This design comes from an exercise in tuning for small area on the open sky130 flow, not from production work. Where RTL was checked, it was by simulation tests only, not by an equivalence proof against the original. Power figures rest on the tool's default switching activity, not on a simulated workload.

lane 1:
Design rv32i_core, start of the top module:
module rv32i_core
(
    input  logic        clk,
    input  logic        rst,
    output logic [31:0] fetch_pc,
    input  logic [31:0] fetch_instr,
    output logic        retire_valid,
    output logic [31:0] retire_pc,
    output logic [4:0]  retire_rd,
    output logic [31:0] retire_value
);
Size in the first run: ~2000 cells after synthesis, ~28000 um^2 of cells after synthesis.
clock: 10.0 ns
lec_check: 0
abc_area: 1
cap_margin: 20
core_margin: 2
core_utilization: 50
cts_cluster_diameter: 100
cts_cluster_size: 30
slew_margin: 20
run.sh (not shown) runs the stock make flow with config.mk's settings and CLKGATE_MAP_FILE= SYNTH_SCRIPT=/design/flow/synth_recipe.tcl, a recipe that flattens the netlist after the stock synthesis.
Lane 1 went all the way through the flow, and no timing, DRC or antenna check failed.
Here is what was changed in the inputs of lane 2 compared with lane 1.
==> flow/flow/run.sh (new file) <==
#!/bin/bash
set -euo pipefail
export BUFFER_PORTS_ARGS="-buffer_cell sky130_fd_sc_hd__buf_1"
bash standard.sh > standard_flow.log 2>&1
==> flow/standard.sh (new file) <==
#!/bin/bash
# synth_recipe.tcl (not shown) runs the flow's synth.tcl, then flattens the netlist and writes it again
# the make line also repeats each setting of config.mk as NAME=value (left out here)
make -C /OpenROAD-flow-scripts/flow DESIGN_CONFIG=/design/flow/config.mk WORK_HOME=/design/flow/orfs CLKGATE_MAP_FILE= SYNTH_SCRIPT=/design/flow/synth_recipe.tcl "${@:-finish}"
removed: flow/run.sh
Results
Overall power delta for lane 2 relative to lane 1: about 0.4% higher
Buffer share of cell area (lane 2 over lane 1): decrease, 2.9 points
Taking lane 2 as 1.0, lane 1 lands at 0.945 on number of design-rule violations left by the first detailed-router iteration.
Function was not checked in any run of this note: the RTL went through the layout flow alone.

* * *

## alpha
The RTL this note starts from:
==> flow/design.v <==
`default_nettype none
package rv32i_pkg;
    localparam int xlen = 32;
    typedef logic [xlen-1:0] rv32i_word;
    typedef logic [4:0]      rv32i_reg;
    localparam rv32i_word reset_pc  = 32'h0000_0000;
    localparam rv32i_word nop_instr = 32'h0000_0013;
    typedef enum logic [6:0] {
        op_lui   = 7'b0110111,
        op_auipc = 7'b0010111,
        op_jal   = 7'b1101111,
        op_jalr  = 7'b1100111,
        op_br    = 7'b1100011,
        op_imm   = 7'b0010011,
        op_reg   = 7'b0110011
    } rv32i_opcode_t;
    typedef enum logic [3:0] {
        alu_add,
        alu_sub,
        alu_sll,
        alu_slt,
        alu_sltu,
        alu_xor,
        alu_srl,
        alu_sra,
        alu_or,
        alu_and,
        alu_pass_b
    } alu_ops_t;
    typedef enum logic [2:0] {
        beq  = 3'b000,
        bne  = 3'b001,
        blt  = 3'b100,
        bge  = 3'b101,
        bltu = 3'b110,
        bgeu = 3'b111
    } cmp_ops_t;
    typedef enum logic {
        rs1_out = 1'b0,
        pc_out  = 1'b1
    } alumux1_sel_t;
    typedef enum logic [2:0] {
        i_imm   = 3'd0,
        u_imm   = 3'd1,
        b_imm   = 3'd2,
        j_imm   = 3'd3,
        rs2_out = 3'd4
    } alumux2_sel_t;
endpackage
`default_nettype wire
`timescale 1ns/1ps
`default_nettype none
module rv32i_core
(
    input  logic        clk,
    input  logic        rst,
    output logic [31:0] fetch_pc,
    input  logic [31:0] fetch_instr,
    output logic        retire_valid,
    output logic [31:0] retire_pc,
    output logic [4:0]  retire_rd,
    output logic [31:0] retire_value
);
    logic [3:0]  ph;
    logic        clr;
    logic [1:0]  st;
    logic [31:0] R;
    logic [31:0] N;
    logic        ca;
    logic        cb;
    logic        z;
    wire last  = (ph == 4'd15);
    wire first = (ph == 4'd0);
    wire [31:0] ins = fetch_instr;
    wire [6:0]  opc = ins[6:0];
    wire [2:0]  f3  = ins[14:12];
    wire [6:0]  f7  = ins[31:25];
    wire [4:0]  rd  = ins[11:7];
    wire [4:0]  rs1 = ins[19:15];
    wire [4:0]  rs2 = ins[24:20];
    wire is_lui   = (opc == 7'b0110111);
    wire is_auipc = (opc == 7'b0010111);
    wire is_jal   = (opc == 7'b1101111);
    wire is_jalr  = (opc == 7'b1100111) && (f3 == 3'b000);
    wire is_br    = (opc == 7'b1100011) && (f3[2:1] != 2'b01);
    wire is_imm   = (opc == 7'b0010011) &&
                    ((f3 == 3'b001) ? (f7 == 7'b0000000) :
                     (f3 == 3'b101) ? (f7 == 7'b0000000 || f7 == 7'b0100000) : 1'b1);
    wire is_reg   = (opc == 7'b0110011) &&
                    (f7 == 7'b0000000 || (f7 == 7'b0100000 && (f3 == 3'b000 || f3 == 3'b101)));
    wire is_alu   = is_imm || is_reg;
    wire is_shift = is_alu && (f3[1:0] == 2'b01);
    wire is_slt   = is_alu && (f3[2:1] == 2'b01);
    wire legal    = is_lui || is_auipc || is_jal || is_jalr || is_br || is_alu;
    wire is_sub   = is_reg && (f3 == 3'b000) && ins[30];
    wire is_sra   = ins[30];
    wire two_reg  = is_reg || is_br;
    logic [1:0] fin;
    always_comb
    begin
        if (is_shift)
            fin = 2'd3;
        else if (is_slt)
            fin = is_reg ? 2'd2 : 2'd1;
        else if (is_reg)
            fin = 2'd1;
        else
            fin = 2'd0;
    end
    wire at_fin = (st == fin);
    wire cmp_slt = is_slt && (st == fin - 2'd1);
    logic [31:0] imm;
    always_comb
    begin
        if (is_lui || is_auipc)
            imm = {ins[31:12], 12'd0};
        else if (is_jal)
            imm = {{12{ins[31]}}, ins[19:12], ins[20], ins[30:21], 1'b0};
        else if (opc[6:2] == 5'b11000)
            imm = {{20{ins[31]}}, ins[7], ins[30:25], ins[11:8], 1'b0};
        else
            imm = {{21{ins[31]}}, ins[30:20]};
    end
    wire [1:0] immp = imm[{ph, 1'b0} +: 2];
    wire [1:0] pcp  = fetch_pc[{ph, 1'b0} +: 2];
    logic [1:0] tap [0:31];
    logic [1:0] rin;
    logic       wq;
    logic       clq;
    logic [4:0] rdq;
    wire        wr = !clr && legal && !is_br && at_fin && (rd != 5'd0);
    assign tap[0] = 2'b00;
    genvar gr;
    generate
        for (gr = 1; gr < 32; gr++)
        begin : g_reg
            logic [31:0] ring;
            wire we = clq || (wq && rdq == 5'(gr));
            always_ff @(posedge clk)
                ring <= {ring[1:0], we ? R[31:30] : ring[31:30], ring[29:2]};
            assign tap[gr] = ring[1:0];
        end
    endgenerate
    wire [4:0] ridx = (st == 2'd0 && two_reg) ? rs2 : rs1;
    wire [1:0] a    = tap[ridx];
    wire tgt_rev = is_br && (st == 2'd2);    
    wire use_pc  = is_auipc || is_jal || tgt_rev;
    wire use_imm = !two_reg || tgt_rev;
    wire inv     = is_sub || is_slt || (is_br && !tgt_rev);
    wire [1:0] op1  = is_lui ? 2'b00 : (use_pc ? pcp : a);
    wire [1:0] op2r = use_imm ? immp : N[1:0];
    wire [1:0] op2  = inv ? ~op2r : op2r;
    wire       cin  = first ? inv : ca;
    wire       c1   = (op1[0] & op2[0]) | (op1[0] & cin) | (op2[0] & cin);
    wire       cout = (op1[1] & op2[1]) | (op1[1] & c1) | (op2[1] & c1);
    wire [1:0] sum  = {op1[1] ^ op2[1] ^ c1, op1[0] ^ op2[0] ^ cin};
    wire zero  = (sum == 2'b00) && (first || z);
    wire lt    = (op1[1] ^ op2r[1]) ? op1[1] : sum[1];
    wire ltu   = !cout;
    wire taken = f3[0] ^ (f3[2] ? (f3[1] ? ltu : lt) : zero);
    logic [1:0] alu;
    always_comb
    begin
        case (f3)
            3'b100:  alu = op1 ^ op2r;
            3'b110:  alu = op1 | op2r;
            3'b111:  alu = op1 & op2r;
            default: alu = sum;
        endcase
        if (!is_alu)
            alu = sum;
    end
    wire       bcin  = (ph == 4'd1) ? 1'b1 : (first ? 1'b0 : cb);
    wire       bc1   = pcp[0] & bcin;
    wire [1:0] pc4   = {pcp[1] ^ bc1, pcp[0] ^ bcin};
    wire       bcout = pcp[1] & bc1;
    wire [4:0] sh    = rdq;
    wire       d     = cb;
    wire       fl    = z;
    wire       right = f3[2];
    wire [4:0] t     = right ? sh : (5'd0 - sh);
    wire [3:0] m     = t[4:1] + {3'd0, t[0]};
    wire [1:0] P     = N[{m, 1'b0} +: 2];
    wire [5:0] plo   = {1'b0, ph, 1'b0} + {1'b0, sh};
    wire [5:0] phi   = {1'b0, ph, 1'b1} + {1'b0, sh};
    wire       vlo   = right ? !plo[5] : ({ph, 1'b0} >= sh);
    wire       vhi   = right ? !phi[5] : ({ph, 1'b1} >= sh);
    wire       fill  = right && is_sra && fl;
    wire [1:0] shr   = t[0] ? {P[0], d} : P;
    wire [1:0] shx   = {vhi ? shr[1] : fill, vlo ? shr[0] : fill};
    logic [1:0] nin;
    always_comb
    begin
        rin = alu;
        nin = pc4;
        if (is_shift)
        begin
            case (st)
                2'd0:    rin = is_reg ? a : immp;
                2'd1:    nin = a;
                2'd2:
                begin
                    rin = shx;
                    nin = N[1:0];
                end
                default: rin = R[1:0];
            endcase
        end
        else
        begin
            if (two_reg && st == 2'd0)
                nin = a;
            if (is_br)
                rin = 2'b00;
            if (tgt_rev)
                nin = sum;
            if (is_slt)
                rin = {1'b0, first && fl};
            if (is_jal || is_jalr)
                rin = pc4;
            if (is_jal)
                nin = sum;
            else if (is_jalr)
                nin = {sum[1], sum[0] && !first};
        end
        if (clr)
        begin
            nin = 2'b00;
            rin = 2'b00;
        end
    end
    wire [31:0] R_d = {rin, R[31:2]};
    wire [31:0] N_d = {nin, N[31:2]};
    wire retire = !clr && legal && (is_br ? (st == 2'd2 || (st == 2'd1 && !taken)) : at_fin);
    wire load   = clr || !legal || retire;
    assign retire_valid = last && retire;
    assign retire_pc    = fetch_pc;
    assign retire_rd    = is_br ? 5'd0 : rd;
    assign retire_value = R_d;
    always_ff @(posedge clk)
    begin
        R  <= R_d;
        N  <= N_d;
        ca <= cout;
        wq  <= wr;
        clq <= clr;
        if (is_shift && (st == 2'd1 || st == 2'd2))
            cb <= (st == 2'd1 && m == 4'd0) ? a[1] : P[1];
        else
            cb <= bcout;
        if (is_shift && (st == 2'd1 || st == 2'd2))
            rdq <= rdq;
        else if (is_shift && st == 2'd0 && last)
            rdq <= R_d[4:0];
        else
            rdq <= rd;
        if (is_shift && st == 2'd2)
            z <= z;
        else if (last && is_shift && st == 2'd1)
            z <= a[1];
        else if (last && cmp_slt)
            z <= f3[0] ? ltu : lt;
        else
            z <= zero;
        if (rst)
        begin
            ph  <= 4'd0;
            clr <= 1'b1;
            st  <= 2'd0;
        end
        else
        begin
            ph <= ph + 4'd1;
            if (last)
            begin
                clr <= 1'b0;
                if (load)
                    fetch_pc <= N_d;
                if (load)
                    st <= 2'd0;
                else
                    st <= st + 2'd1;
            end
        end
    end
endmodule
`default_nettype wire
==> flow/config.mk <==
export PLATFORM = sky130hd
export DESIGN_NAME = rv32i_core
export DESIGN_NICKNAME = rv32i_core
export VERILOG_FILES = /design/flow/design.v
export SDC_FILE = /design/flow/constraint.sdc
export NUM_CORES = 4
export LEC_CHECK = 0
export ABC_AREA = 1
export CAP_MARGIN = 20
export CORE_MARGIN = 2
export CORE_UTILIZATION = 50
export CTS_CLUSTER_DIAMETER = 100
export CTS_CLUSTER_SIZE = 30
export SLEW_MARGIN = 20
==> flow/constraint.sdc <==
create_clock -name core_clock -period 10.0 [get_ports {clk}]
set_input_delay 2.0000 -clock core_clock [delete_from_list [all_inputs] [get_ports {clk}]]
set_output_delay 2.0000 -clock core_clock [all_outputs]
set_load 0.01 [all_outputs]
standard.sh (not shown) runs the stock make flow with config.mk's settings and CLKGATE_MAP_FILE= SYNTH_SCRIPT=/design/flow/synth_recipe.tcl, a recipe that flattens the netlist after the stock synthesis.
==> flow/flow/run.sh <==
#!/bin/bash
set -euo pipefail
rm -rf scripts_abc
cp -r "$FLOW_HOME/scripts" scripts_abc
cp flow/abc_area.script scripts_abc/abc_area.script
export SCRIPTS_DIR="$PWD/scripts_abc"
export CTS_ARGS="-sink_clustering_enable -repair_clock_nets -sink_clustering_size 21 -sink_clustering_max_diameter 55 -buf_list sky130_fd_sc_hd__clkbuf_8 -dont_use_dummy_load"
export RECOVER_POWER=100
export BUFFER_PORTS_ARGS="-buffer_cell sky130_fd_sc_hd__buf_1"
bash standard.sh > standard_flow.log 2>&1
==> flow/flow/abc_area.script <==
strash
&get -n
&dch -f
&nf -R 1000
&put
strash
dch
map -a
strash
dch
map -a
topo
--- input diff alpha..beta ---
# alpha
export LEC_CHECK = 0
export ABC_AREA = 1
export CAP_MARGIN = 20
export CORE_MARGIN = 2
export CORE_UTILIZATION = 50
export CTS_CLUSTER_DIAMETER = 100
export CTS_CLUSTER_SIZE = 30
export SLEW_MARGIN = 20
create_clock -name core_clock -period 10.0 [get_ports {clk}]
# beta
export LEC_CHECK = 0
export ABC_AREA = 1
export CAP_MARGIN = 20
export CORE_MARGIN = 2
export CORE_UTILIZATION = 40
export SLEW_MARGIN = 20
create_clock -name core_clock -period 10.0 [get_ports {clk}]
-- flow/flow/run.sh --
<<< alpha, line 8
export RECOVER_POWER=100
>>> beta, line 8
==> run summary <==
~same share of cell area taken by multi-input logic gates in alpha and beta. Taking alpha as the reference, in beta worst setup slack -47 ps, overall power consumption +1.4%. Taking beta over alpha, the number of tapcells ratio works out to 1.3. Post-layout instance area in beta is 1.3% above alpha. On number of antenna violations at the first check in global routing: between alpha and beta, it ends up lower for beta. Against alpha as the reference, beta delivers a higher clock-buffer cell count. On net switching fraction of the power, alpha and beta are basically level. Diff alpha -> beta: cell count after synthesis was more or less identical; final wirelength was more or less identical; share of the clock period used by the worst path after layout went up by 0.47 points.
Relative to beta, the following input files were edited for gamma:
# beta
export LEC_CHECK = 0
export ABC_AREA = 1
export CAP_MARGIN = 20
export CORE_MARGIN = 2
export CORE_UTILIZATION = 40
export SLEW_MARGIN = 20
create_clock -name core_clock -period 10.0 [get_ports {clk}]
# gamma
export LEC_CHECK = 0
export ABC_AREA = 1
export CAP_MARGIN = 20
export CORE_MARGIN = 2
export CORE_UTILIZATION = 50
export CTS_CLUSTER_DIAMETER = 100
export CTS_CLUSTER_SIZE = 30
export SLEW_MARGIN = 20
create_clock -name core_clock -period 10.0 [get_ports {clk}]
-- flow/flow/run.sh --
<<< beta, line 7
export CTS_ARGS="-sink_clustering_enable -repair_clock_nets -sink_clustering_size 21 -sink_clustering_max_diameter 55 -buf_list sky130_fd_sc_hd__clkbuf_8 -dont_use_dummy_load"
>>> gamma, line 7
export CTS_ARGS="-sink_clustering_enable -repair_clock_nets -sink_clustering_size 22 -sink_clustering_max_diameter 60 -buf_list sky130_fd_sc_hd__clkbuf_8 -dont_use_dummy_load"
Notes after the runs:
The net switching fraction of the power was comparable across gamma and beta. beta has higher clock group share of total power than gamma. Number of antenna violations at the first check in global routing delta for gamma relative to beta: 5 higher. Final worst hold slack: lower on gamma. Diff beta -> gamma: wire length per cell now sits higher, total leakage power now sits lower, period utilization now sits lower, critical path depth now sits lower, area used by multi-input combinational logic now sits at about the same level. gamma ended up with a higher setup slack than beta did.
Here is what was changed in the inputs of delta compared with gamma.
# gamma
export LEC_CHECK = 0
export ABC_AREA = 1
export CAP_MARGIN = 20
export CORE_MARGIN = 2
export CORE_UTILIZATION = 50
export CTS_CLUSTER_DIAMETER = 100
export CTS_CLUSTER_SIZE = 30
export SLEW_MARGIN = 20
create_clock -name core_clock -period 10.0 [get_ports {clk}]
# delta
export LEC_CHECK = 0
export ABC_AREA = 1
export CAP_MARGIN = 20
export CORE_MARGIN = 2
export CORE_UTILIZATION = 50
export GPL_ROUTABILITY_DRIVEN = 0
export GPL_TIMING_DRIVEN = 0
export SLEW_MARGIN = 20
create_clock -name core_clock -period 10.0 [get_ports {clk}]
-- flow/flow/run.sh --
<<< gamma, line 7
export CTS_ARGS="-sink_clustering_enable -repair_clock_nets -sink_clustering_size 22 -sink_clustering_max_diameter 60 -buf_list sky130_fd_sc_hd__clkbuf_8 -dont_use_dummy_load"
>>> delta, line 7
export CTS_ARGS="-sink_clustering_enable -repair_clock_nets -sink_clustering_size 21 -sink_clustering_max_diameter 55 -buf_list sky130_fd_sc_hd__clkbuf_8 -dont_use_dummy_load"
==> comparison <==
- delta finished end to end and its layout was clean on timing, DRC and antenna.
- Number of ordinary and repair buffers in the finished layout, gamma and delta: lower on gamma
- Footprint of the multi-input gates was higher in delta than in gamma.
- Comparing gamma and delta, the higher clock skew was measured on gamma.
- Critical path data arrival time (delta over gamma): increase, 290 ps

==> port drivers added, routing unchanged <==
In the flow no input, the clock included, has a driving cell. The finished layouts below were timed again as built, in two steps. Step 1: set_driving_cell puts a clkbuf_16 on clk and a buf_2 on each other input, an assumption about the parent block. Step 2 times the ports against the registers' clock, not the clock port: input delays grow and output delays shrink by t, the midpoint of the rising clock arrivals with the driver on. a / b / c = no drivers / after step 1 / after step 2; a / b = the first two.
| run | t (ns) | setup WS [ns] | slew at the worst register clock pin (ns) |
|---|---|---|---|
| lane 1 | 0.643 | 0.739 / 0.710 / 0.710 | 0.11 / 0.11 |
| lane 2 | 0.647 | 1.176 / 1.151 / 1.151 | 0.11 / 0.11 |
| alpha | 0.693 | 0.541 / 0.508 / 0.508 | 0.11 / 0.11 |
| beta | 0.700 | 0.494 / 0.475 / 0.475 | 0.11 / 0.11 |
| gamma | 0.709 | 0.599 / 0.566 / 0.566 | 0.13 / 0.13 |
| delta | 0.678 | 0.309 / 0.282 / 0.282 | 0.12 / 0.12 |
After both steps setup and hold are still met in every run listed.
